Context: an optimization exercise on an open-source flow, tuned for small area and a short achievable clock period. The choices shown serve that exercise and are no tape-out recipe. At most, simulation tests tie the RTL to the original design; equivalence was not proved. Only the layout flow was run in runs 5 and 6; the RTL was not checked for function there. Power figures rest on the tool's default switching activity, not on a simulated workload.

--- flow/design.v ---
package psum_acc_pkg;
  function automatic integer store_width(input integer t_d_size, input integer f_width);
    store_width = t_d_size + $clog2(f_width - 1);
  endfunction
endpackage
module psum_line_buffer #(
  parameter int DEPTH = 32,
  parameter int WIDTH = 39
) (
  input  logic             clk,
  input  logic             i_shift,
  input  logic [WIDTH-1:0] i_wdata,
  output logic [WIDTH-1:0] o_head
);
  logic [WIDTH-1:0] r_mem [DEPTH];
  always_ff @(posedge clk) begin
    if (i_shift) begin
      r_mem[0] <= i_wdata;
      for (int i = 1; i < DEPTH; i++) r_mem[i] <= r_mem[i-1];
    end
  end
  assign o_head = r_mem[DEPTH-1];
endmodule
module psum_accumulator #(
  parameter int T_D_SIZE = 37,
  parameter int O_D_SIZE = 16,
  parameter int F_WIDTH  = 5,
  parameter int LINE_LEN = 32
) (
  input  logic                       clk,
  input  logic                       rst,
  input  logic                       clk_en,
  input  logic [T_D_SIZE-1:0]        psum_i,
  input  logic                       psum_valid_i,
  output logic                       psum_ready_o,
  input  logic [T_D_SIZE-1:0]        bias_i,
  input  logic [4:0]                 shift_i,
  output logic [O_D_SIZE-1:0]        out_data_o,
  output logic                       out_valid_o,
  input  logic                       out_ready_i,
  output logic [$clog2(F_WIDTH)-1:0] pass_o,
  output logic                       row_done_o
);
  localparam int SW = psum_acc_pkg::store_width(T_D_SIZE, F_WIDTH);
  localparam int FW = SW + 1;
  localparam int PW = $clog2(F_WIDTH);
  localparam int CW = (LINE_LEN > 1) ? $clog2(LINE_LEN) : 1;
  localparam logic [CW-1:0] COL_LAST  = CW'(LINE_LEN - 1);
  localparam logic [PW-1:0] PASS_LAST = PW'(F_WIDTH - 1);
  localparam int FB = 2;                    
  localparam int NF = 1 << FB;              
  localparam int UW = O_D_SIZE + NF - 1;    
  localparam int NG = 4;                    
  logic [CW-1:0]       r_col;
  logic [PW-1:0]       r_pass;
  logic                r_first;    
  logic                r_final;    
  logic [UW-1:0]       r_res_u;     
  logic [FB-1:0]       r_res_fine;  
  logic [NG-1:0]       r_res_fits;  
  logic                r_res_neg;   
  logic                r_out_valid;
  logic                r_blocked;  
  logic                r_row_done;
  logic                w_accept;
  logic                w_col_wrap;
  logic [SW-1:0]       w_head;
  logic [FW-1:0]       w_sum;
  assign psum_ready_o = clk_en & ~(r_blocked & ~out_ready_i);
  assign w_accept     = psum_valid_i & psum_ready_o;
  assign w_col_wrap   = (r_col == COL_LAST);
  psum_line_buffer #(
    .DEPTH (LINE_LEN),
    .WIDTH (SW)
  ) u_line_buffer (
    .clk     (clk),
    .i_shift (w_accept),
    .i_wdata (w_sum[SW-1:0]),
    .o_head  (w_head)
  );
  logic [FW-1:0] w_head_x;
  logic [FW-1:0] w_psum_x;
  logic [FW-1:0] w_bias_x;
  assign w_head_x = {w_head[SW-1], w_head};
  assign w_psum_x = {{(FW-T_D_SIZE){psum_i[T_D_SIZE-1]}}, psum_i};
  assign w_bias_x = {{(FW-T_D_SIZE){bias_i[T_D_SIZE-1]}}, bias_i};
  logic [FW-1:0] w_head_g;
  logic [FW-1:0] w_bias_g;
  assign w_head_g = r_first ? '0 : w_head_x;
  assign w_bias_g = r_final ? w_bias_x : '0;
  logic [FW-1:0] w_cs_s;
  logic [FW-1:0] w_cs_c;
  assign w_cs_s = w_head_g ^ w_psum_x ^ w_bias_g;
  assign w_cs_c = {(w_head_g[FW-2:0] & w_psum_x[FW-2:0]) |
                   (w_head_g[FW-2:0] & w_bias_g[FW-2:0]) |
                   (w_psum_x[FW-2:0] & w_bias_g[FW-2:0]), 1'b0};
  localparam int LV = $clog2(FW);
  logic [FW-1:0] w_pg_g [LV+1];
  logic [FW-1:0] w_pg_p [LV+1];
  always_comb begin
    w_pg_g[0] = w_cs_s & w_cs_c;
    w_pg_p[0] = w_cs_s ^ w_cs_c;
    for (int l = 0; l < LV; l++) begin
      for (int i = 0; i < FW; i++) begin
        if (i & (1 << l)) begin
          w_pg_g[l+1][i] = w_pg_g[l][i] | (w_pg_p[l][i] & w_pg_g[l][((i >> l) << l) - 1]);
          w_pg_p[l+1][i] = w_pg_p[l][i] & w_pg_p[l][((i >> l) << l) - 1];
        end else begin
          w_pg_g[l+1][i] = w_pg_g[l][i];
          w_pg_p[l+1][i] = w_pg_p[l][i];
        end
      end
    end
  end
  assign w_sum = w_pg_p[0] ^ {w_pg_g[LV][FW-2:0], 1'b0};
  function automatic logic sum_bit(input logic [FW-1:0] v, input integer j);
    sum_bit = (j >= FW) ? v[FW-1] : v[j];
  endfunction
  localparam int NC = 32 / NF;
  logic [NC-1:0] w_co_oh;
  always_comb begin
    for (int k = 0; k < NC; k++) w_co_oh[k] = (shift_i[4:FB] == (5 - FB)'(k));
  end
  logic [UW-1:0] w_u;
  always_comb begin
    for (int i = 0; i < UW; i++) begin
      w_u[i] = 1'b0;
      for (int k = 0; k < NC; k++) w_u[i] = w_u[i] | (w_co_oh[k] & sum_bit(w_sum, i + k * NF));
    end
  end
  logic [FW-2:0] w_top_mask;   
  logic [FW-2:0] w_nb_eq;      
  always_comb begin
    for (int j = 0; j < FW - 1; j++) begin
      w_top_mask[j] = ({27'd0, shift_i} + O_D_SIZE - 1 <= j);
      w_nb_eq[j]    = (w_sum[j] == w_sum[j+1]);
    end
  end
  localparam int NP = FW - O_D_SIZE;        
  localparam int GS = (NP + NG - 1) / NG;   
  logic [FW-2:0] w_pair_ok;
  assign w_pair_ok = w_nb_eq | ~w_top_mask;
  logic [NG-1:0] w_fits_g;
  always_comb begin
    for (int g = 0; g < NG; g++) begin
      w_fits_g[g] = 1'b1;
      for (int j = O_D_SIZE - 1 + g * GS; j < O_D_SIZE - 1 + (g + 1) * GS; j++)
        if (j < FW - 1) w_fits_g[g] = w_fits_g[g] & w_pair_ok[j];
    end
  end
  logic [O_D_SIZE-1:0] w_shl;
  always_comb begin
    for (int i = 0; i < O_D_SIZE; i++) w_shl[i] = r_res_u[i + r_res_fine];
  end
  assign out_data_o = (&r_res_fits) ? w_shl : {r_res_neg, {(O_D_SIZE-1){~r_res_neg}}};
  logic w_final_nx;
  logic w_valid_nx;
  always_comb begin
    w_final_nx = r_final;
    if (w_accept && w_col_wrap) w_final_nx = r_final ? 1'b0 : (r_pass == PASS_LAST - 1'b1);
    w_valid_nx = (w_accept && r_final) ? 1'b1 : (r_out_valid & ~out_ready_i);
  end
  always_ff @(posedge clk or posedge rst) begin
    if (rst) begin
      r_blocked   <= 1'b0;
      r_col       <= '0;
      r_pass      <= '0;
      r_first     <= 1'b1;
      r_final     <= 1'b0;
      r_res_u     <= '0;
      r_res_fine  <= '0;
      r_res_fits  <= '1;
      r_res_neg   <= 1'b0;
      r_out_valid <= 1'b0;
      r_row_done  <= 1'b0;
    end else if (clk_en) begin
      r_blocked  <= w_final_nx & w_valid_nx;
      r_row_done <= 1'b0;
      if (r_out_valid && out_ready_i) begin
        r_out_valid <= 1'b0;
      end
      if (w_accept) begin
        r_col <= w_col_wrap ? '0 : r_col + 1'b1;
        if (r_final) begin
          r_res_u     <= w_u;
          r_res_fine  <= shift_i[FB-1:0];
          r_res_fits  <= w_fits_g;
          r_res_neg   <= w_sum[FW-1];
          r_out_valid <= 1'b1;
        end
        if (w_col_wrap) begin
          if (r_final) begin
            r_pass     <= '0;
            r_first    <= 1'b1;
            r_final    <= 1'b0;
            r_row_done <= 1'b1;
          end else begin
            r_pass     <= r_pass + 1'b1;
            r_first    <= 1'b0;
            r_final    <= (r_pass == PASS_LAST - 1'b1);
          end
        end
      end
    end
  end
  assign out_valid_o = r_out_valid;
  assign pass_o      = r_pass;
  assign row_done_o  = r_row_done;
endmodule
--- flow/flow/run.sh ---
#!/bin/bash
# Standard ORFS layout with three changes to how it is made:
#  - port buffers use a plain buffer cell (flow/extra.mk) instead of the
#    flow's default pick, a slow delay cell;
#  - the clock tree uses clkbuf_8 sink clusters of up to 18 flip-flops and no
#    dummy loads (flow/extra.mk);
#  - synthesis leaves full and half adders to ABC as plain logic instead of
#    mapping them to the slow sky130 fa/ha cells (ADDER_MAP_FILE empty).
#    Registers are untouched: this only changes the combinational mapping.
set -euo pipefail
cat flow/extra.mk >> config.mk
bash standard.sh ADDER_MAP_FILE= finish > standard.log 2>&1
--- flow/flow/extra.mk ---
export BUFFER_PORTS_ARGS = -buffer_cell sky130_fd_sc_hd__buf_2
export CTS_ARGS = -sink_clustering_enable -repair_clock_nets -sink_clustering_size 18 -sink_clustering_max_diameter 70 -buf_list sky130_fd_sc_hd__clkbuf_8 -dont_use_dummy_load
--- flow/standard.sh ---
#!/bin/bash
# synth_recipe.tcl (not shown) runs the flow's synth.tcl, then flattens the netlist and writes it again
# the make line also repeats each setting of config.mk as NAME=value (left out here)
make -C /OpenROAD-flow-scripts/flow DESIGN_CONFIG=/design/flow/config.mk WORK_HOME=/design/flow/orfs CLKGATE_MAP_FILE= SYNTH_SCRIPT=/design/flow/synth_recipe.tcl "${@:-finish}"
--- flow/config.mk ---
export PLATFORM = sky130hd
export DESIGN_NAME = psum_accumulator
export DESIGN_NICKNAME = psum_accumulator
export VERILOG_FILES = /design/flow/design.v
export SDC_FILE = /design/flow/constraint.sdc
export NUM_CORES = 4
export LEC_CHECK = 0
export ABC_AREA = 1
export CAP_MARGIN = 20
export CORE_MARGIN = 2
export CORE_UTILIZATION = 55
export GPL_TIMING_DRIVEN = 0
export SETUP_SLACK_MARGIN = 5
export SLEW_MARGIN = 20
export BUFFER_PORTS_ARGS = -buffer_cell sky130_fd_sc_hd__buf_2
export CTS_ARGS = -sink_clustering_enable -repair_clock_nets -sink_clustering_size 18 -sink_clustering_max_diameter 70 -buf_list sky130_fd_sc_hd__clkbuf_8 -dont_use_dummy_load
--- flow/constraint.sdc ---
create_clock -name core_clock -period 9.0 [get_ports {clk}]
set_input_delay 1.8000 -clock core_clock [delete_from_list [all_inputs] [get_ports {clk}]]
set_output_delay 1.8000 -clock core_clock [all_outputs]
set_load 0.01 [all_outputs]
==> run_results.csv, run 1 <==
group,metric,value,unit
finish,nets,3156,
route,ant_nets,0,
placement,port_buffers,104,
placement,hpwl,53000,um
route,firstDrtPassIters,5,
floorplanning,fp.dieH,292,um
setup_path,rrSetupSlack,5.20,ns
route,wl_per_cell,19.9,um
placement,dp_slack,3.25,ns
grt,grt_pass1_vias,21075,
clock_tree,htree_levels,3,
grt,grt-ovfl-total,0,
setup_path,critPathKind,"input port to output port",
synthesis,yosys_warnings,5,
grt,grt_antenna_before_repair,5,
route,vias,21848,
synthesis,syn_area,45600,sq um
clock_tree,clockBufferDepth,3,
synthesis,synth_cell_types,57,
synthesis,synth_top_family_by_area,"simple AND/OR/NAND/NOR gates",
job,cap_violations,0,
synthesis,synth_compound_area_frac,0.0218,
hold_path,hold_path_end,"u_line_buffer.r_mem[2][8]",
sta,rsz0062_at_grt,"yes",
sta,worstMarginPinSlew,0.902,ns
pwr,leakagePower,18.5,nW
grt,grt_usage,0.192,
hold_path,hp-start,"u_line_buffer.r_mem[1][8]",
setup_path,cp-end-kind,"output port",
synthesis,avgSynthCellArea,16.4,sq um
floorplanning,coreArea,82100,sq um
sta,drv_slew,0,
floorplanning,start_util,0.555,
sta,period_share,0.447,
setup_path,rr_startpoint,"r_first",
setup_path,crit_fanout,2,
finish,drive_above_1_share,0.174,
finish,num-fill-cells,5780,
sta,max_freq,248,MHz
finish,area_growth,12.0,%
synthesis,yosysSeqAreaShare,0.844,
clock_tree,clk_pin_slew_worst_paths,0.11,ns
route,drt_iter0_drc,1684,
synthesis,synthTopCellsByArea,"edfxtp_1 (82%), nand2_1 (5.2%), dfrtp_1 (1.9%)",
synthesis,ys_ff_latch,1287,
sta,whs,0.330,ns
synthesis,postSynthCellCount,2778,
setup_path,r2r_end,"r_res_fits[3]",
synthesis,yosys.area.top_type_share,0.822,
pwr,finalPower,12.8,mW
floorplanning,die-width,292,um
synthesis,yosysMostFrequentCell,"edfxtp_1",
finish,utilization,0.622,
clock_tree,postCtsHoldBufs,0,
synthesis,synth_common_cells,"edfxtp_1 (1248), nand2_1 (637), inv_1 (204), nand3_1 (161), nor2_1 (105)",
clock_tree,cts_tree,"yes",
sta,tns,0,ns
grt,grt_pass1_wl,124000,um
sta,layout_min_cycle_time,4.02,ns
sta,finalHoldViolCount,0,
pwr,powerDensity,250,nW/um^2
synthesis,async_reset_ff_frac,0.0303,
synthesis,synth_top_cell_by_area,"edfxtp_1",
status,outcome,"timing/DRC/antenna clean",
floorplanning,num_rows,105,
grt,grt_max_degree,41,
clock_tree,clk_latency,0.72,ns
setup_path,critPathRequiredTime,7.20,ns
finish,final_cells,4143,
synthesis,synthSimpleGateAreaFrac,0.0989,
synthesis,muxShareOfSynthArea,0.000439,
placement,post_dp_cell_area,48300,sq um
route,drt_wl_total,82500,um
clock_tree,cts_buffers,85,
synthesis,synth_nets,2862,
floorplanning,die_area,85200,sq um
hold_path,hp-class,"register to register",
setup_path,cp.arrival,2.22,ns
hold_path,hold_depth,0,
setup_path,reg2regPathDepth,28,
synthesis,synth_ff_type,"edfxtp_1",
pwr,ir_worst_vdd,0.153,mV
placement,placedCellCount,3990,
placement,gp_congestion,0.840,
sta,final.setup_skew,0.0907,ns
route,drt-vias-per-instance,5.27,
sta,setup_violations,0,
clock_tree,cts-root-buf,"clkbuf_8",
sta,max_slew_margin,0.398,
floorplanning,io_pins,106,
route,drc_errors,0,
clock_tree,clkSinkCount,1287,
synthesis,synth_fa_ha_area_frac,0,
setup_path,critPathLaunchType,"input port",
finish,finalInstanceArea,51000,sq um
synthesis,synth_edf_count,1248,
sta,worst_slack,4.98,ns
synthesis,synth_xor_xnor_area_share,0.0115,
[how the worst max path moves through the flow]
| stage | cells past startpoint | slack (ns) | end | startpoint |
|---|---|---|---|---|
| 2_1_floorplan | 4 | -12.18 | u_line_buffer.r_mem[0][0] | out_ready_i |
| 3_3_place_gp | 5 | -18.15 | u_line_buffer.r_mem[5][27] | out_ready_i |
| 3_5_place_dp | 15 | 3.25 | u_line_buffer.r_mem[17][18] | out_ready_i |
| 4_1_cts | 20 | 5.00 | r_res_u[12] | psum_i[7] |
| 5_1_grt | 25 | 4.92 | r_res_fits[2] | bias_i[21] |
| 6_report | 4 | 4.98 | psum_ready_o | out_ready_i |
[report_power, final]
group	leakage (nW)	internal [mW]	switching, mW
Clock	0.611	0.850	1.58
Sequential	12.1	7.12	0.145
Combinational	5.75	1.01	2.07
[flip-flops by register name, summed over array words and instances, names as in the netlist]
name	count
r_blocked	1
r_col	5
r_final	1
r_first	1
r_out_valid	1
r_pass	3
r_res_fine	2
r_res_fits	4
r_res_neg	1
r_res_u	19
r_row_done	1
u_line_buffer.r_mem	1248
[cells by family after synthesis]
group,Yosys count
flops,1287
simple gates,1026
buf+inv,255
compound gates,163
xor+xnor,45
mux,2
[layer usage]
metal / vias up / part of all wire / track usage
li1: 10398 / - / -
met1: 10857 / 0.50 / 0.300
met2: 463 / 0.44 / 0.290
met3: 126 / 0.039 / 0.0249
met4: 4 / 0.022 / 0.0508
met5: - / 0.00029 / 0
[critical path, stage by stage]
cell,delay (ns)
buf_8,0.10
inv_12,0.03
a21oi_4,0.17
buf_6,0.13
[cell usage in the layout (no fill, tap or decap), types with 23 or more instances in the layout]
cell	instances
nand2_2	54
a21oi_1	47
inv_1	194
clkbuf_8	85
edfxtp_1	1248
nor2_1	92
buf_4	50
nand3_2	23
nand2_4	23
nand2_1	606
buf_12	30
nand3_1	146
buf_2	103
dfrtp_1	34
o21ai_0	42
[timing repair]
action,in CTS,in global routing
pin swaps,3,34
setup buffers,6,47
hold endpoints to repair,0,0
resized for setup,51,128
cloned,9,3
endpoints found under the setup margin,450,68
[final cells by class]
cell class | count | area (sq um) | area share
inverter | 219 | 856 | 0.0168
clock buffer | 85 | 1170 | 0.0229
multi-input combinational | 1236 | 6730 | 0.132
tap | 1070 | 1340 | 0.0262
antenna | 3 | 7.51 | 0.000147
timing repair buffer | 206 | 2190 | 0.0429
timing repair inverter | 1 | 5.00 | 0.0000981
buffer | 36 | 279 | 0.00547
sequential | 1287 | 38500 | 0.754
==> inputs of run 2 (changes only) <==
--- a/flow/config.mk
+++ b/flow/config.mk
@@ -11,3 +11,2 @@
 export CORE_UTILIZATION = 55
-export GPL_TIMING_DRIVEN = 0
 export SETUP_SLACK_MARGIN = 5
==> run_results.csv, run 2 <==
group,metric,value,unit
sta,final.setup_skew,0.0938,ns
synthesis,synth_common_cells,"edfxtp_1 (1248), nand2_1 (637), inv_1 (204), nand3_1 (161), nor2_1 (105)",
floorplanning,coreArea,82100,sq um
pwr,p_clk_frac,0.199,
synthesis,yosys_warnings,5,
grt,grt_max_degree,202,
route,drt_iter0_drc,1744,
synthesis,async_reset_ff_frac,0.0303,
finish,largest_reg_flops,1248,
pwr,leakagePower,17.7,nW
sta,setup_violations,0,
status,outcome,"timing/DRC/antenna clean",
grt,grt_usage,0.183,
floorplanning,die_area,85200,sq um
setup_path,critPathRequiredTime,7.20,ns
placement,hpwl,48600,um
floorplanning,fp.dieH,292,um
synthesis,yosys.area.top_type_share,0.822,
synthesis,ys_ff_latch,1287,
synthesis,syn_area,45600,sq um
sta,period_share,0.444,
finish,nets,3074,
route,drt_wl_total,78900,um
sta,worstMarginPinSlew,1.13,ns
placement,port_buffers,105,
grt,grt-ovfl-total,0,
route,drc_errors,0,
floorplanning,io_pins,106,
route,wl_per_cell,19.4,um
synthesis,avgSynthCellArea,16.4,sq um
synthesis,synthTopCellsByArea,"edfxtp_1 (82%), nand2_1 (5.2%), dfrtp_1 (1.9%)",
setup_path,critPathMostFrequentCell,"buf_6",
setup_path,crit_path_max_incr_delay,0.14,ns
route,drt-vias-per-instance,5.30,
finish,top_regs,"u_line_buffer.r_mem: 1248 flops, r_res_u: 19 flops, r_col: 5 flops",
clock_tree,postCtsHoldBufs,0,
synthesis,synth_ff_type,"edfxtp_1",
sta,tns,0,ns
setup_path,cp-end-kind,"output port",
floorplanning,num_rows,105,
sta,finalHoldViolCount,0,
placement,post_dp_cell_area,47500,sq um
synthesis,yosysMostFrequentCell,"edfxtp_1",
synthesis,synth_nets,2862,
job,cap_violations,0,
pwr,finalPower,12.4,mW
setup_path,cp.arrival,2.20,ns
route,vias,21535,
grt,grt_pass1_vias,20615,
pwr,power_frac_seq,0.588,
pwr,pwr-share-comb,0.213,
finish,final_cell_mix,"edfxtp_1 (1248), nand2_1 (620), inv_1 (194)",
setup_path,path_buf_inv,3,
route,ant_nets,0,
synthesis,synth_top_cell_by_area,"edfxtp_1",
finish,utilization,0.601,
sta,rsz0062_at_grt,"yes",
setup_path,path_delay_family,"buffers and inverters",
clock_tree,cts_tree,"yes",
pwr,powerDensity,251,nW/um^2
pwr,p_int,8.74,mW
synthesis,postSynthCellCount,2778,
clock_tree,clk_pin_slew_worst_paths,0.10,ns
clock_tree,clkSinkCount,1287,
pwr,ir_worst_vdd,0.150,mV
floorplanning,start_util,0.555,
sta,drv_slew,0,
finish,drive_above_1_share,0.144,
sta,layout_min_cycle_time,4.00,ns
route,firstDrtPassIters,5,
pwr,sw_frac_of_total,0.295,
finish,finalInstanceArea,49300,sq um
setup_path,critPathKind,"input port to output port",
sta,max_freq,250,MHz
clock_tree,clockBufferDepth,3,
clock_tree,cts-root-buf,"clkbuf_8",
setup_path,crit_chain,"buf_6, inv_12, a21oi_4, buf_6",
grt,grt_antenna_before_repair,3,
finish,area_growth,8.29,%
finish,final_common_cell,"edfxtp_1",
setup_path,crit_fanout,2,
setup_path,cp_slowest_cell,"a21oi_4",
floorplanning,die-width,292,um
placement,gp_congestion,0.890,
sta,whs,0.353,ns
synthesis,synth_edf_count,1248,
clock_tree,cts_buffers,86,
hold_path,hp-class,"register to register",
synthesis,synth_cell_types,57,
clock_tree,clk_latency,0.72,ns
setup_path,critPathLaunchType,"input port",
pwr,p_switching,3.66,mW
grt,grt_pass1_wl,119000,um
clock_tree,htree_levels,3,
synthesis,yosysSeqAreaShare,0.844,
sta,max_slew_margin,0.249,
finish,max_flop_register,"u_line_buffer.r_mem",
## run 2: cell families (layout without fill, tap and decap cells)
logic type / after synthesis / after routing / share of synthesized area
flops: 1287 / 1287 / 0.844
buf+inv: 255 / 464 / 0.0234
xor+xnor: 45 / 45 / 0.0115
other cells: 0 / 5 / 0
mux: 2 / 2 / 0.000439
compound gates: 163 / 163 / 0.0218
simple gates: 1026 / 1027 / 0.0989
## run 2: per-layer routing
layer / up-vias / GRT usage / part of all wire
met4: 4 / 0.0572 / 0.025
met5: - / 0 / 0.00033
met3: 116 / 0.0365 / 0.060
met1: 10698 / 0.282 / 0.48
met2: 493 / 0.266 / 0.44
li1: 10224 / - / -
## run 2: power groups by stage
stage | sequential (mW) | combinational (mW) | clock, mW
5_1_grt | 7.34 | 2.88 | 2.79
3_3_place_gp | 7.41 | 2.31 | 0
4_1_cts | 7.30 | 2.39 | 2.61
6_report | 7.29 | 2.64 | 2.47
2_1_floorplan | 7.64 | 1.55 | 0
3_5_place_dp | 7.42 | 2.34 | 0
## run 2: stage by stage
stage                     instances  setup slack, ns
final                          4063             5.00
after global routing           4061             4.91
after CTS                      4028             4.89
after detailed placement       3939             3.88
after global placement         3939             3.87
after floorplan                2778           -12.18
## run 2: final cells by class
cell class	instances	area, sq um
well taps	1070	1340
repair inverters	2	16.3
repair buffers	157	1050
clock buffers	86	1180
multi-input cells	1237	6400
fillers	5983	32800
flip-flops and latches	1287	38500
inverters	219	873
diodes	5	12.5
## run 2: worst register-to-register path: cells and delay by family (launching register included)
| family | cells | cell delay, ns |
|---|---|---|
| compound gates | 1 | 0.10 |
| xor+xnor | 1 | 0.38 |
| buf+inv | 3 | 0.77 |
| flops | 1 | 0.35 |
| simple gates | 14 | 1.99 |
## run 2: final timing paths
| check | from | to | slack [ns] | depth (start not counted) |
|---|---|---|---|---|
| worst max-delay path | out_ready_i | psum_ready_o | 5.00 | 4 |
| worst min register to register | u_line_buffer.r_mem[0][0] | u_line_buffer.r_mem[1][0] | 0.35 | 0 |
| worst min-delay path | u_line_buffer.r_mem[0][0] | u_line_buffer.r_mem[1][0] | 0.35 | 0 |
| min in group asynchronous | rst | r_res_u[10] | 1.25 | 2 |
| max in group asynchronous | rst | r_res_fine[0] | 7.03 | 2 |
| worst max register to register | r_final | r_res_u[17] | 5.23 | 19 |
## run 2: what timing repair did
item | 4_1_cts | 5_1_grt
gates cloned | 1 | 2
setup buffers | 2 | 28
endpoints found under the setup margin | 125 | 104
pin swaps | 3 | 14
gates resized for setup | 27 | 66
==> inputs of run 3 (changes only) <==
--- a/flow/config.mk
+++ b/flow/config.mk
@@ -11,2 +11,3 @@
 export CORE_UTILIZATION = 55
+export GPL_ROUTABILITY_DRIVEN = 0
 export SETUP_SLACK_MARGIN = 5
==> run_results.csv, run 3 <==
group,metric,value,unit
status,outcome,"timing/DRC/antenna clean",
grt,grt_pass1_wl,113000,um
floorplanning,start_util,0.555,
sta,rsz0062_at_grt,"yes",
route,vias,21766,
clock_tree,clk_latency,0.68,ns
route,wl_per_cell,18.2,um
synthesis,synth_nets,2862,
finish,top_regs,"u_line_buffer.r_mem: 1248 flops, r_res_u: 19 flops, r_col: 5 flops",
synthesis,yosysMostFrequentCell,"edfxtp_1",
route,drt-vias-per-instance,5.39,
placement,port_buffers,105,
clock_tree,clk_pin_slew_worst_paths,0.10,ns
route,ant_nets,0,
setup_path,crit_path_max_incr_delay,0.13,ns
setup_path,r2r_end,"r_res_u[12]",
setup_path,reg2regPathDepth,22,
floorplanning,num_rows,105,
floorplanning,io_pins,106,
setup_path,cp_slowest_cell,"a21oi_4",
floorplanning,fp.dieH,292,um
setup_path,critPathKind,"input port to output port",
clock_tree,clockBufferDepth,3,
finish,multiInputGateArea,6210,sq um
clock_tree,cts_tree,"yes",
synthesis,yosysSeqAreaShare,0.844,
sta,setup_violations,0,
synthesis,syn_area,45600,sq um
pwr,sw_frac_of_total,0.290,
synthesis,yosys.area.top_type_share,0.822,
finish,nets,3050,
finish,register_area,38500,sq um
pwr,p_int,8.61,mW
synthesis,ys_ff_latch,1287,
setup_path,cp.arrival,2.19,ns
synthesis,avgSynthCellArea,16.4,sq um
setup_path,critPathMostFrequentCell,"buf_6",
finish,num-fill-cells,6040,
sta,max_freq,251,MHz
synthesis,synth_top_cell_by_area,"edfxtp_1",
setup_path,cp-end-kind,"output port",
floorplanning,coreArea,82100,sq um
pwr,finalPower,12.1,mW
synthesis,yosys_warnings,5,
finish,area_growth,7.34,%
synthesis,synth_edf_count,1248,
job,cap_violations,0,
sta,tns,0,ns
finish,finalInstanceArea,48900,sq um
setup_path,critPathLaunchType,"input port",
sta,finalHoldViolCount,0,
finish,drive_above_1_share,0.126,
hold_path,hp-start,"u_line_buffer.r_mem[1][15]",
clock_tree,clkSinkCount,1287,
sta,layout_min_cycle_time,3.99,ns
clock_tree,htree_levels,3,
sta,worstMarginPinSlew,1.15,ns
sta,drv_slew,0,
pwr,p_switching,3.52,mW
setup_path,critPathRequiredTime,7.20,ns
route,firstDrtPassIters,8,
clock_tree,postCtsHoldBufs,0,
pwr,pwr-share-comb,0.199,
finish,final_common_cell,"edfxtp_1",
clock_tree,cts_buffers,83,
pwr,p_clk_frac,0.200,
sta,period_share,0.443,
setup_path,setup.worst_path.end,"psum_ready_o",
setup_path,rr_startpoint,"r_first",
grt,grt-ovfl-total,0,
placement,post_dp_cell_area,47400,sq um
grt,grt_max_degree,194,
clock_tree,cts-root-buf,"clkbuf_8",
hold_path,hp-class,"register to register",
pwr,powerDensity,248,nW/um^2
pwr,ir_worst_vdd,0.169,mV
route,drc_errors,0,
floorplanning,die-width,292,um
grt,grt_pass1_vias,20623,
synthesis,synth_ff_type,"edfxtp_1",
synthesis,postSynthCellCount,2778,
finish,utilization,0.596,
route,drt_iter0_drc,2497,
pwr,leakagePower,17.5,nW
synthesis,synth_common_cells,"edfxtp_1 (1248), nand2_1 (637), inv_1 (204), nand3_1 (161), nor2_1 (105)",
setup_path,startpoint,"out_ready_i",
pwr,power_frac_seq,0.601,
grt,grt_antenna_before_repair,6,
synthesis,synth_cell_types,57,
sta,max_slew_margin,0.234,
synthesis,async_reset_ff_frac,0.0303,
finish,max_flop_register,"u_line_buffer.r_mem",
setup_path,rrSetupSlack,5.23,ns
setup_path,crit_fanout,2,
finish,final_cell_mix,"edfxtp_1 (1248), nand2_1 (632), inv_1 (197)",
floorplanning,die_area,85200,sq um
placement,hpwl,44500,um
setup_path,crit_chain,"buf_6, inv_12, a21oi_4, buf_6",
route,drt_wl_total,73600,um
grt,grt_usage,0.170,
synthesis,synthTopCellsByArea,"edfxtp_1 (82%), nand2_1 (5.2%), dfrtp_1 (1.9%)",
finish,largest_reg_flops,1248,
sta,final.setup_skew,0.0454,ns
==> run 3: cell counts after synthesis <==
Identical to the previous run, type by type.
==> run 3: power by group through the flow <==
stage	registers, mW	clock network (mW)	logic, mW
6_report	7.29	2.42	2.42
3_5_place_dp	7.42	0	2.23
4_1_cts	7.30	2.57	2.26
2_1_floorplan	7.64	0	1.55
3_3_place_gp	7.42	0	2.19
5_1_grt	7.33	2.76	2.63
==> run 3: area by class of cell <==
cell class / instances / share of cell area
well taps: 1070 / 0.0274
multi-input cells: 1237 / 0.127
clock buffers: 83 / 0.0234
flip-flops and latches: 1287 / 0.786
repair buffers: 138 / 0.0185
inverters: 219 / 0.0174
diodes: 2 / 0.000102
==> run 3: routing by layer <==
layer	track usage	wire, um
met5	0	55
met1	0.270	35400
met4	0.0605	2470
met2	0.234	30500
met3	0.0385	5140
==> run 3: cells by family (layout without fill, tap and decap cells) <==
logic type,after synthesis,count (layout),synth area share
DFF,1287,1287,0.844
and+or+nand+nor,1026,1026,0.0989
buffers and inverters,255,440,0.0234
AOI/OAI and AO/OA,163,163,0.0218
xor gates and xnor gates,45,46,0.0115
muxes,2,2,0.000439
other,0,2,0
==> run 3: what timing repair did <==
item / 4_1_cts / 5_1_grt
setup endpoints to repair: 41 / 33
buffers inserted: 4 / 14
gates resized for setup: 15 / 26
gates cloned: 0 / 1
pin swaps: 2 / 4
==> run 3: critical path, delay by kind of cell <==
| family | cells | cell delay (ns) |
|---|---|---|
| buffers and inverters | 3 | 0.26 |
| AO/OA/AOI/OAI | 1 | 0.13 |
==> run 3: stage by stage <==
step           hold WS [ns]  setup WS (ns)  instances
6_report              0.380           5.01       4036
5_1_grt               0.381           4.94       4035
4_1_cts               0.381           4.98       4019
3_5_place_dp          0.405           4.12       3932
3_3_place_gp          0.401           4.13       3932
2_1_floorplan         0.400         -12.18       2778
==> run 3: worst min-delay path by stage <==
| stage | depth (start not counted) | slack (ns) | end |
|---|---|---|---|
| 6_report | 0 | 0.38 | u_line_buffer.r_mem[2][15] |
| 5_1_grt | 0 | 0.38 | u_line_buffer.r_mem[2][15] |
| 4_1_cts | 0 | 0.38 | u_line_buffer.r_mem[2][15] |
| 3_5_place_dp | 0 | 0.40 | u_line_buffer.r_mem[10][19] |
| 3_3_place_gp | 0 | 0.40 | u_line_buffer.r_mem[1][1] |
| 2_1_floorplan | 0 | 0.40 | u_line_buffer.r_mem[10][0] |
==> inputs of run 4 (changes only) <==
==> flow/flow/extra.mk (replaced) <==
export BUFFER_PORTS_ARGS = -buffer_cell sky130_fd_sc_hd__buf_2
export CTS_ARGS = -sink_clustering_enable -repair_clock_nets -sink_clustering_size 18 -sink_clustering_max_diameter 70 -buf_list sky130_fd_sc_hd__clkbuf_8 -dont_use_dummy_load
export SETUP_SLACK_MARGIN = 5.15
--- a/flow/config.mk
+++ b/flow/config.mk
@@ -11,4 +11,2 @@
 export CORE_UTILIZATION = 55
-export GPL_ROUTABILITY_DRIVEN = 0
-export SETUP_SLACK_MARGIN = 5
 export SLEW_MARGIN = 20
@@ -16 +14,2 @@
 export CTS_ARGS = -sink_clustering_enable -repair_clock_nets -sink_clustering_size 18 -sink_clustering_max_diameter 70 -buf_list sky130_fd_sc_hd__clkbuf_8 -dont_use_dummy_load
+export SETUP_SLACK_MARGIN = 5.15
==> run_results.csv, run 4 <==
group,metric,value,unit
status,outcome,"timing/DRC/antenna clean",
route,drt_wl_total,80000,um
setup_path,critPathKind,"input port to output port",
clock_tree,cts_tree,"yes",
route,firstDrtPassIters,5,
clock_tree,clk_pin_slew_worst_paths,0.10,ns
synthesis,synthTopCellsByArea,"edfxtp_1 (82%), nand2_1 (5.2%), dfrtp_1 (1.9%)",
route,drc_errors,0,
finish,final_cells,4086,
grt,grt_antenna_before_repair,2,
finish,utilization,0.611,
placement,placedCellCount,3939,
route,wl_per_cell,19.6,um
synthesis,ys_ff_latch,1287,
grt,grt_pass1_vias,20733,
finish,area_growth,10.1,%
setup_path,critPathRequiredTime,7.20,ns
setup_path,crit_fanout,2,
setup_path,crit_path_max_incr_delay,0.14,ns
synthesis,yosys_warnings,5,
synthesis,yosys.area.top_type_share,0.822,
floorplanning,num_rows,105,
setup_path,cp.arrival,2.18,ns
sta,max_freq,251,MHz
synthesis,async_reset_ff_frac,0.0303,
grt,grt-ovfl-total,0,
synthesis,synth_nets,2862,
sta,layout_min_cycle_time,3.98,ns
pwr,leakagePower,18.0,nW
sta,setup_violations,0,
synthesis,synth_common_cells,"edfxtp_1 (1248), nand2_1 (637), inv_1 (204), nand3_1 (161), nor2_1 (105)",
synthesis,synth_edf_count,1248,
grt,grt.busiest_layer,"met1",
synthesis,yosysMostFrequentCell,"edfxtp_1",
sta,final.setup_skew,0.0942,ns
finish,nets,3098,
clock_tree,clkSinkCount,1287,
setup_path,critPathLaunchType,"input port",
job,cap_violations,0,
placement,gp_congestion,0.890,
setup_path,cp-end-kind,"output port",
finish,top_regs,"u_line_buffer.r_mem: 1248 flops, r_res_u: 19 flops, r_col: 5 flops",
pwr,ir_worst_vdd,0.152,mV
synthesis,avgSynthCellArea,16.4,sq um
synthesis,synth_top_cell_by_area,"edfxtp_1",
sta,finalHoldViolCount,0,
setup_path,cp_slowest_cell,"a21oi_4",
setup_path,path_buf_inv,3,
grt,grt_use_met1,0.283,
setup_path,crit_chain,"buf_12, inv_12, a21oi_4, buf_6",
placement,port_buffers,105,
sta,period_share,0.442,
sta,drv_slew,0,
finish,drive_above_1_share,0.180,
floorplanning,coreArea,82100,sq um
finish,largest_reg_flops,1248,
clock_tree,cts_buffers,86,
finish,final_cell_mix,"edfxtp_1 (1248), nand2_1 (586), inv_1 (182)",
grt,grt_pass1_wl,119000,um
clock_tree,clockBufferDepth,3,
route,ant_nets,0,
synthesis,synth_ff_type,"edfxtp_1",
sta,worst_slack,5.02,ns
hold_path,hp-class,"register to register",
finish,final_common_cell,"edfxtp_1",
floorplanning,start_util,0.555,
synthesis,syn_area,45600,sq um
pwr,powerDensity,252,nW/um^2
synthesis,synth_cell_types,57,
setup_path,path_delay_family,"buffers and inverters",
route,drt_iter0_drc,1674,
clock_tree,clk_latency,0.72,ns
synthesis,postSynthCellCount,2778,
floorplanning,die-width,292,um
finish,max_flop_register,"u_line_buffer.r_mem",
clock_tree,cts-root-buf,"clkbuf_8",
sta,rsz0062_at_grt,"yes",
finish,num-fill-cells,5938,
floorplanning,io_pins,106,
clock_tree,htree_levels,3,
synthesis,yosysSeqAreaShare,0.844,
route,drt-vias-per-instance,5.32,
floorplanning,die_area,85200,sq um
grt,grt_max_degree,202,
sta,max_slew_margin,0.217,
sta,worstMarginPinSlew,1.17,ns
floorplanning,fp.dieH,292,um
clock_tree,postCtsHoldBufs,0,
grt,grtUsageMet2,0.266,
sta,tns,0,ns
placement,hpwl,48600,um
route,vias,21747,
grt,globalRouteMet3Util,0.0357,
grt,grt_usage,0.183,
placement,dp_slack,3.88,ns
==> run 4: cell types whose count changed in the layout (fill, tap and decap cells not counted), moves of 15 or more <==
cell,change
nand2_2,+30
nand2_1,-46
nand3_1,-25
buf_4,+33
nand3_2,+22
inv_1,-15
==> run 4: power by group <==
group	switching [mW]	internal [mW]	total [mW]
Sequential	0.170	7.13	7.30
Clock	1.61	0.860	2.47
Combinational	2.00	0.881	2.88
Total	3.79	8.87	12.7
==> run 4: area by class of cell <==
type / instances / area [sq um] / share of cell area
antenna: 4 / 10.0 / 0.000199
multi-input combinational: 1238 / 6970 / 0.139
timing repair buffer: 180 / 1310 / 0.0261
timing repair inverter: 2 / 16.3 / 0.000324
sequential: 1287 / 38500 / 0.767
clock buffer: 86 / 1180 / 0.0236
inverter: 219 / 881 / 0.0176
tap: 1070 / 1340 / 0.0267
==> run 4: worst reg2reg max path, stage by stage (launching register included) <==
cell and delay [ns]:
dfrtp_2 0.35, buf_4 0.50, nand2_1 0.31, inv_2 0.10, nand2_1 0.08, nand2_1 0.06
nand3_1 0.14, a21oi_2 0.26, nand2_2 0.12, nand2_4 0.12, a21oi_4 0.06, buf_12 0.14
nand2_8 0.12, nand2_8 0.09, nand2_8 0.09, xor2_4 0.21, inv_2 0.09, nand2_1 0.07
nand3_1 0.10, nor2_2 0.18, nand3_2 0.13, nor2_4 0.16, nor2_1 0.05
==> run 4: per-stage QoR <==
stage / area (sq um) / total power, mW / hold slack, ns
finish: 50200 / 12.7 / 0.345
global route: 50200 / 13.3 / 0.347
CTS: 49100 / 12.4 / 0.336
detailed placement: 47500 / 9.76 / 0.405
global placement: 47500 / 9.72 / 0.401
floorplan: 45600 / 9.19 / 0.400
==> run 4: per-layer routing <==
layer / vias up / share of wire / wire length, um
met3: 122 / 0.055 / 4420
met5: - / 0.00015 / 12
met2: 526 / 0.44 / 35200
met1: 10821 / 0.48 / 38400
met4: 2 / 0.026 / 2060
li1: 10276 / - / -
==> run 4: kinds of logic (layout without fill, tap and decap cells) <==
| kind of cell | count (synthesis) | after routing | share of synthesized area |
|---|---|---|---|
| muxes | 2 | 2 | 0.000439 |
| buffers and inverters | 255 | 487 | 0.0234 |
| xor gates and xnor gates | 45 | 45 | 0.0115 |
| other | 0 | 4 | 0 |
| DFF | 1287 | 1287 | 0.844 |
| AOI/OAI and AO/OA | 163 | 163 | 0.0218 |
| and+or+nand+nor | 1026 | 1028 | 0.0989 |
==> run 4: final timing paths <==
path | start | endpoint | slack, ns | depth (start not counted)
setup / recovery | out_ready_i | psum_ready_o | 5.02 | 4
hold / removal | u_line_buffer.r_mem[0][0] | u_line_buffer.r_mem[1][0] | 0.35 | 0
setup reg to reg | r_final | r_res_u[17] | 5.30 | 22
hold reg to reg | u_line_buffer.r_mem[0][0] | u_line_buffer.r_mem[1][0] | 0.35 | 0
max in group asynchronous | rst | r_res_fine[0] | 7.02 | 2
min in group asynchronous | rst | r_res_u[10] | 1.25 | 2
==> run 4: repair_timing <==
| action | in CTS | in global routing |
|---|---|---|
| endpoints found under the setup margin | 134 | 107 |
| buffers inserted | 18 | 34 |
| pin swaps | 12 | 55 |
| gates cloned | 2 | 3 |
| resized for setup | 57 | 183 |
==> inputs of run 5 (changes only) <==
--- a/flow/design.v
+++ b/flow/design.v
@@ -49,3 +49,3 @@
   localparam logic [PW-1:0] PASS_LAST = PW'(F_WIDTH - 1);
-  localparam int FB = 2;                    
+  localparam int FB = 3;                    
   localparam int NF = 1 << FB;              
@@ -62,3 +62,2 @@
   logic                r_out_valid;
-  logic                r_blocked;  
   logic                r_row_done;
@@ -68,3 +67,3 @@
   logic [FW-1:0]       w_sum;
-  assign psum_ready_o = clk_en & ~(r_blocked & ~out_ready_i);
+  assign psum_ready_o = clk_en & ~(r_final & r_out_valid & ~out_ready_i);
   assign w_accept     = psum_valid_i & psum_ready_o;
@@ -155,12 +154,4 @@
   assign out_data_o = (&r_res_fits) ? w_shl : {r_res_neg, {(O_D_SIZE-1){~r_res_neg}}};
-  logic w_final_nx;
-  logic w_valid_nx;
-  always_comb begin
-    w_final_nx = r_final;
-    if (w_accept && w_col_wrap) w_final_nx = r_final ? 1'b0 : (r_pass == PASS_LAST - 1'b1);
-    w_valid_nx = (w_accept && r_final) ? 1'b1 : (r_out_valid & ~out_ready_i);
-  end
   always_ff @(posedge clk or posedge rst) begin
     if (rst) begin
-      r_blocked   <= 1'b0;
       r_col       <= '0;
@@ -176,3 +167,2 @@
     end else if (clk_en) begin
-      r_blocked  <= w_final_nx & w_valid_nx;
       r_row_done <= 1'b0;
==> flow/flow/extra.mk (replaced) <==
export BUFFER_PORTS_ARGS = -buffer_cell sky130_fd_sc_hd__buf_2
export CTS_ARGS = -sink_clustering_enable -repair_clock_nets -sink_clustering_size 18 -sink_clustering_max_diameter 70 -buf_list sky130_fd_sc_hd__clkbuf_8 -dont_use_dummy_load
--- a/flow/config.mk
+++ b/flow/config.mk
@@ -11,2 +11,3 @@
 export CORE_UTILIZATION = 55
+export SETUP_SLACK_MARGIN = 5
 export SLEW_MARGIN = 20
@@ -14,2 +15 @@
 export CTS_ARGS = -sink_clustering_enable -repair_clock_nets -sink_clustering_size 18 -sink_clustering_max_diameter 70 -buf_list sky130_fd_sc_hd__clkbuf_8 -dont_use_dummy_load
-export SETUP_SLACK_MARGIN = 5.15
==> run_results.csv, run 5 <==
group,metric,value,unit
synthesis,avgSynthCellArea,16.5,sq um
synthesis,yosysMostFrequentCell,"edfxtp_1",
finish,top_regs,"u_line_buffer.r_mem: 1248 flops, r_res_u: 23 flops, r_col: 5 flops",
floorplanning,fp.dieH,291,um
synthesis,synthTopCellsByArea,"edfxtp_1 (83%), nand2_1 (5.1%), dfrtp_1 (2.1%)",
grt,grt_use_met1,0.266,
synthesis,yosys.area.top_type_share,0.828,
finish,final_common_cell,"edfxtp_1",
finish,nets,3024,
grt,grt-ovfl-total,0,
grt,grt_antenna_before_repair,14,
sta,max_slew_margin,0.261,
floorplanning,die_area,84600,sq um
route,firstDrtPassIters,6,
synthesis,syn_area,45300,sq um
clock_tree,clk_pin_slew_worst_paths,0.12,ns
finish,utilization,0.601,
grt,grt_pass1_wl,116000,um
hold_path,hp-class,"register to register",
route,ant_nets,0,
grt,grt_usage,0.178,
placement,port_buffers,105,
job,cap_violations,0,
sta,rsz0062_at_grt,"yes",
floorplanning,start_util,0.554,
floorplanning,die-width,291,um
grt,grtUsageMet2,0.272,
synthesis,synth_cell_types,53,
setup_path,critPathKind,"input port to output port",
grt,globalRouteMet3Util,0.0357,
floorplanning,coreArea,81700,sq um
sta,worstMarginPinSlew,1.10,ns
grt,grt_max_degree,214,
pwr,ir_worst_vdd,0.141,mV
finish,area_growth,8.56,%
finish,drive_above_1_share,0.144,
finish,max_flop_register,"u_line_buffer.r_mem",
sta,tns,0,ns
pwr,powerDensity,247,nW/um^2
clock_tree,cts_tree,"yes",
placement,gp_congestion,0.852,
placement,hpwl,46000,um
synthesis,synth_edf_count,1248,
synthesis,postSynthCellCount,2739,
clock_tree,htree_levels,3,
synthesis,synth_nets,2823,
setup_path,cp-end-kind,"output port",
setup_path,cp.arrival,2.30,ns
synthesis,yosysSeqAreaShare,0.852,
setup_path,crit_fanout,2,
route,drt-vias-per-instance,5.34,
clock_tree,postCtsHoldBufs,0,
route,drt_iter0_drc,1725,
route,vias,21439,
status,outcome,"timing/DRC/antenna clean",
finish,final_cell_mix,"edfxtp_1 (1248), nand2_1 (590), inv_1 (194)",
clock_tree,cts_buffers,85,
setup_path,critPathLaunchType,"input port",
sta,setup_violations,0,
synthesis,synth_top_cell_by_area,"edfxtp_1",
synthesis,synth_common_cells,"edfxtp_1 (1248), nand2_1 (618), inv_1 (207), nand3_1 (157), nor2_1 (102)",
sta,final.setup_skew,0.0990,ns
grt,grt.busiest_layer,"met2",
floorplanning,num_rows,105,
synthesis,ys_ff_latch,1291,
clock_tree,clk_latency,0.71,ns
pwr,leakagePower,17.5,nW
clock_tree,clkSinkCount,1291,
finish,largest_reg_flops,1248,
synthesis,async_reset_ff_frac,0.0333,
sta,max_freq,244,MHz
route,wl_per_cell,19.0,um
floorplanning,io_pins,106,
clock_tree,cts-root-buf,"clkbuf_8",
synthesis,synth_ff_type,"edfxtp_1",
grt,grt_pass1_vias,20731,
sta,period_share,0.456,
sta,drv_slew,0,
sta,layout_min_cycle_time,4.10,ns
route,drc_errors,0,
setup_path,critPathRequiredTime,7.20,ns
clock_tree,clockBufferDepth,3,
route,drt_wl_total,76200,um
synthesis,yosys_warnings,5,
sta,finalHoldViolCount,0,
run 5: changes by cell type in the layout (fill, tap and decap cells not counted), sizes merged, moves of 5 or more:
cell    delta
nand2     -42
o21ai     +35
buf       -33
a21oi     -12
nand3     -11
nand4     -10
a21boi     -8
nor3       -7
a22oi      +6
nor2       -6
o211ai     -5
run 5: metal layers:
metal,vias to the layer above,share of wire
met5,-,0.00096
met4,12,0.026
met3,133,0.052
met2,443,0.45
met1,10765,0.47
li1,10086,-
run 5: worst paths after layout:
| check | start | cells after the start | slack, ns | end |
|---|---|---|---|---|
| max in group asynchronous | rst | 2 | 6.86 | r_res_fine[2] |
| hold reg to reg | u_line_buffer.r_mem[2][14] | 0 | 0.32 | u_line_buffer.r_mem[3][14] |
| setup / recovery | out_ready_i | 5 | 4.90 | psum_ready_o |
| setup reg to reg | r_final | 21 | 5.22 | r_res_fits[2] |
| min in group asynchronous | rst | 2 | 1.30 | r_pass[1] |
| hold / removal | u_line_buffer.r_mem[2][14] | 0 | 0.32 | u_line_buffer.r_mem[3][14] |
run 5: cells by family (layout without fill, tap and decap cells):
group           after synthesis  in the layout  synth area share
compound gates              189            189            0.0248
xor+xnor                     45             45            0.0105
buf+inv                     264            462            0.0237
flops                      1291           1291             0.852
mux                           5              5           0.00111
other cells                   0              6                 0
simple gates                945            946            0.0879
run 5: worst max-delay path, stage by stage:
cell,delay (ns)
buf_8,0.11
clkinv_8,0.04
nand2_4,0.03
o21a_1,0.18
buf_2,0.14
run 5: what timing repair did:
action	CTS	global route
gates cloned	4	3
gates resized for setup	95	107
pin swaps	19	27
buffers inserted	16	7
endpoints found under the setup margin	290	443
hold endpoints to repair	0	0
run 5: cell type report:
| type | count | area [sq um] |
|---|---|---|
| timing repair inverter | 5 | 43.8 |
| fill | 6026 | 32600 |
| antenna | 6 | 15.0 |
| multi-input combinational | 1185 | 6080 |
| tap | 1070 | 1340 |
| inverter | 225 | 882 |
| timing repair buffer | 147 | 1030 |
| clock buffer | 85 | 1170 |
| sequential | 1291 | 38600 |
run 5: metrics by stage:
step / area [sq um] / power, mW / hold WS [ns] / cells / setup WS (ns)
after floorplan: 45300 / 9.04 / 0.400 / 2739 / -13.51
after global placement: 47100 / 9.45 / 0.401 / 3892 / 4.20
after detailed placement: 47100 / 9.49 / 0.405 / 3892 / 4.12
after CTS: 48600 / 12.1 / 0.312 / 3997 / 4.88
after global routing: 49100 / 12.7 / 0.327 / 4011 / 4.86
final: 49100 / 12.1 / 0.320 / 4014 / 4.90
run 5: report_power, final:
group | switching, mW | internal, mW | total (mW) | leakage [nW]
Combinational | 1.68 | 0.683 | 2.36 | 4.86
Sequential | 0.199 | 7.12 | 7.32 | 12.1
Clock | 1.61 | 0.852 | 2.46 | 0.611
Total | 3.49 | 8.66 | 12.1 | 17.5
==> inputs of run 6 (changes only) <==
--- a/flow/design.v
+++ b/flow/design.v
@@ -58,3 +58,3 @@
   logic [UW-1:0]       r_res_u;     
-  logic [FB-1:0]       r_res_fine;  
+  logic [NF-1:0]       r_res_fine;  
   logic [NG-1:0]       r_res_fits;  
@@ -95,21 +95,3 @@
                    (w_psum_x[FW-2:0] & w_bias_g[FW-2:0]), 1'b0};
-  localparam int LV = $clog2(FW);
-  logic [FW-1:0] w_pg_g [LV+1];
-  logic [FW-1:0] w_pg_p [LV+1];
-  always_comb begin
-    w_pg_g[0] = w_cs_s & w_cs_c;
-    w_pg_p[0] = w_cs_s ^ w_cs_c;
-    for (int l = 0; l < LV; l++) begin
-      for (int i = 0; i < FW; i++) begin
-        if (i & (1 << l)) begin
-          w_pg_g[l+1][i] = w_pg_g[l][i] | (w_pg_p[l][i] & w_pg_g[l][((i >> l) << l) - 1]);
-          w_pg_p[l+1][i] = w_pg_p[l][i] & w_pg_p[l][((i >> l) << l) - 1];
-        end else begin
-          w_pg_g[l+1][i] = w_pg_g[l][i];
-          w_pg_p[l+1][i] = w_pg_p[l][i];
-        end
-      end
-    end
-  end
-  assign w_sum = w_pg_p[0] ^ {w_pg_g[LV][FW-2:0], 1'b0};
+  assign w_sum  = w_cs_s + w_cs_c;
   function automatic logic sum_bit(input logic [FW-1:0] v, input integer j);
@@ -151,3 +133,10 @@
   always_comb begin
-    for (int i = 0; i < O_D_SIZE; i++) w_shl[i] = r_res_u[i + r_res_fine];
+    for (int i = 0; i < O_D_SIZE; i++) begin
+      w_shl[i] = 1'b0;
+      for (int f = 0; f < NF; f++) w_shl[i] = w_shl[i] | (r_res_fine[f] & r_res_u[i + f]);
+    end
+  end
+  logic [NF-1:0] w_fine_oh;
+  always_comb begin
+    for (int f = 0; f < NF; f++) w_fine_oh[f] = (shift_i[FB-1:0] == FB'(f));
   end
@@ -161,3 +150,3 @@
       r_res_u     <= '0;
-      r_res_fine  <= '0;
+      r_res_fine  <= NF'(1);
       r_res_fits  <= '1;
@@ -175,3 +164,3 @@
           r_res_u     <= w_u;
-          r_res_fine  <= shift_i[FB-1:0];
+          r_res_fine  <= w_fine_oh;
           r_res_fits  <= w_fits_g;
==> run_results.csv, run 6 <==
group,metric,value,unit
setup_path,cp-end-kind,"output port",
finish,max_flop_register,"u_line_buffer.r_mem",
finish,num-fill-cells,6219,
synthesis,ys_ff_latch,1296,
job,cap_violations,0,
finish,top_regs,"u_line_buffer.r_mem: 1248 flops, r_res_u: 23 flops, r_res_fine: 8 flops",
synthesis,synth_common_cells,"edfxtp_1 (1248), nand2_1 (751), inv_1 (205), nand3_1 (170), nor2_1 (126)",
sta,worst_slack,4.91,ns
synthesis,yosysSeqAreaShare,0.839,
floorplanning,fp.dieH,294,um
setup_path,critPathKind,"register to output port",
pwr,leakagePower,18.3,nW
placement,gp_congestion,0.867,
placement,dp_slack,3.77,ns
hold_path,hp-class,"register to register",
clock_tree,cts_buffers,85,
route,drc_errors,0,
route,drt_iter0_drc,1869,
finish,area_growth,8.86,%
finish,final_cell_mix,"edfxtp_1 (1248), nand2_1 (716), inv_1 (193)",
floorplanning,die-width,294,um
grt,grt_usage,0.185,
synthesis,yosys.area.top_type_share,0.813,
synthesis,postSynthCellCount,2928,
placement,placedCellCount,4080,
route,ant_nets,0,
synthesis,synth_ff_type,"edfxtp_1",
sta,drv_slew,0,
sta,max_slew_margin,0.307,
synthesis,synth_nets,3012,
setup_path,critPathLaunchType,"register",
route,drt_wl_total,80700,um
setup_path,crit_fanout,5,
placement,hpwl,51700,um
pwr,ir_worst_vdd,0.139,mV
synthesis,synth_edf_count,1248,
sta,max_freq,244,MHz
grt,grt_pass1_vias,21578,
clock_tree,clkSinkCount,1296,
synthesis,synth_cell_types,57,
synthesis,avgSynthCellArea,15.8,sq um
sta,finalHoldViolCount,0,
finish,nets,3212,
setup_path,critPathRequiredTime,7.20,ns
floorplanning,num_rows,106,
finish,largest_reg_flops,1248,
synthesis,synth_top_cell_by_area,"edfxtp_1",
finish,register_area,38700,sq um
finish,multiInputGateArea,6900,sq um
synthesis,synthTopCellsByArea,"edfxtp_1 (81%), nand2_1 (6.1%), dfrtp_1 (2.3%)",
sta,layout_min_cycle_time,4.09,ns
floorplanning,die_area,86200,sq um
clock_tree,clockBufferDepth,3,
grt,grt_pass1_wl,121000,um
clock_tree,htree_levels,3,
synthesis,async_reset_ff_frac,0.0370,
sta,worstMarginPinSlew,1.04,ns
pwr,powerDensity,233,nW/um^2
sta,period_share,0.455,
grt,grt_antenna_before_repair,5,
route,drt-vias-per-instance,5.34,
sta,final.setup_skew,0.0939,ns
clock_tree,clk_pin_slew_worst_paths,0.12,ns
floorplanning,start_util,0.554,
sta,setup_violations,0,
status,outcome,"timing/DRC/antenna clean",
clock_tree,clk_latency,0.74,ns
sta,tns,0,ns
floorplanning,io_pins,106,
synthesis,yosysMostFrequentCell,"edfxtp_1",
grt,grt_max_degree,198,
grt,grt-ovfl-total,0,
clock_tree,cts-root-buf,"clkbuf_8",
route,wl_per_cell,19.2,um
finish,final_cells,4208,
synthesis,yosys_warnings,3,
placement,port_buffers,105,
floorplanning,coreArea,83300,sq um
setup_path,cp.arrival,2.29,ns
clock_tree,cts_tree,"yes",
finish,drive_above_1_share,0.137,
route,vias,22463,
finish,final_common_cell,"edfxtp_1",
synthesis,syn_area,46100,sq um
sta,rsz0062_at_grt,"yes",
route,firstDrtPassIters,5,
## run 6: cell types whose count changed after synthesis, sizes merged, moves of 5 or more
cell	change
a21boi	+5
a21oi	+28
a221oi	+17
clkbuf	+13
mux2i	-5
nand2	+115
nand3	+10
nand4	+9
nor2	+19
nor3	+5
o21ai	-34
o21bai	+5
xor2	-8
## run 6: what timing repair did
item	4_1_cts	5_1_grt
hold buffers	0	0
endpoints found under the hold margin	0	0
buffers inserted	20	17
cloned	1	3
setup endpoints to repair	364	385
pin swaps	18	30
resized for setup	69	101
## run 6: cell families after synthesis
| group | synth area share |
|---|---|
| buffers and inverters | 0.0236 |
| AOI/OAI and AO/OA | 0.0298 |
| DFF | 0.839 |
| and+or+nand+nor | 0.0975 |
| xor gates and xnor gates | 0.0103 |
## run 6: path summary, 6_finish.rpt
kind	from	endpoint	slack, ns	cells after the start
min in group asynchronous	rst	r_res_fine[4]	1.29	3
hold / removal	u_line_buffer.r_mem[6][2]	u_line_buffer.r_mem[7][2]	0.36	0
hold reg to reg	u_line_buffer.r_mem[6][2]	u_line_buffer.r_mem[7][2]	0.36	0
setup / recovery	r_res_fine[0]	out_data_o[12]	4.91	9
setup reg to reg	r_final	r_res_u[19]	5.37	19
max in group asynchronous	rst	r_res_fine[7]	7.09	3
## run 6: per-layer routing
| layer | part of all wire | track usage |
|---|---|---|
| met4 | 0.027 | 0.0617 |
| met1 | 0.50 | 0.291 |
| met5 | 0.00054 | 0 |
| met3 | 0.043 | 0.0264 |
| met2 | 0.43 | 0.269 |
## run 6: worst max-delay path: stages, from the launching register on
cell and delay, ns:
dfstp_2 0.40, buf_4 0.13, buf_6 0.13, nand2_1 0.07, o2111ai_2 0.14, a221oi_2 0.21, o21ai_1 0.10, a21oi_1 0.14
o21ai_1 0.09, buf_2 0.15
## run 6: layout make-up
cell class | count | area share
antenna | 2 | 0.0000997
tap | 1080 | 0.0269
inverter | 226 | 0.0175
clock buffer | 85 | 0.0233
timing repair buffer | 161 | 0.0241
multi-input combinational | 1358 | 0.137
sequential | 1296 | 0.771
## run 6: metrics by stage
step | utilization | instance area, sq um | hold slack [ns] | total power, mW
final | 0.603 | 50200 | 0.362 | 11.7
after global routing | 0.603 | 50200 | 0.356 | 12.2
after CTS | 0.596 | 49600 | 0.357 | 11.7
after detailed placement | 0.576 | 48000 | 0.405 | 9.16
after global placement | 0.576 | 48000 | 0.400 | 9.15
after floorplan | - | 46200 | 0.400 | 8.74
## run 6: power by group
group	leakage, nW	internal [mW]	switching, mW
logic	5.51	0.569	1.41
registers	12.1	7.07	0.213
clock network	0.611	0.850	1.57

[separate check: timing with driven ports]
No port has a modelled driver above. Below, the same layouts with a new extraction and two added sets of constraints. Step 1 assumes that a clkbuf_16 drives the clock port and a buf_2 every other input. Step 2, shift: input delay + t, output delay - t, t = (earliest + latest rising clock arrival at the registers) / 2. This alone moves slack from input paths to output paths. Three values: no drivers, after step 1, after step 2; two values: the first two.
| run | t, ns | setup slack, ns | latest minus earliest clock arrival (ns) |
|---|---|---|---|
| run 1 | 0.738 | 4.976 / 4.919 / 4.313 | 0.091 / 0.091 |
| run 2 | 0.741 | 5.001 / 4.963 / 4.358 | 0.101 / 0.100 |
| run 3 | 0.727 | 5.010 / 4.962 / 4.381 | 0.047 / 0.048 |
| run 4 | 0.743 | 5.020 / 4.956 / 4.492 | 0.102 / 0.102 |
| run 5 | 0.723 | 4.898 / 4.847 / 4.410 | 0.099 / 0.099 |
| run 6 | 0.760 | 4.905 / 4.840 / 4.333 | 0.094 / 0.094 |
After both steps every run listed still meets setup and hold. The setup slack of run 1, which loses most, moves by -0.057 ns with the drivers and by -0.663 ns with both steps.
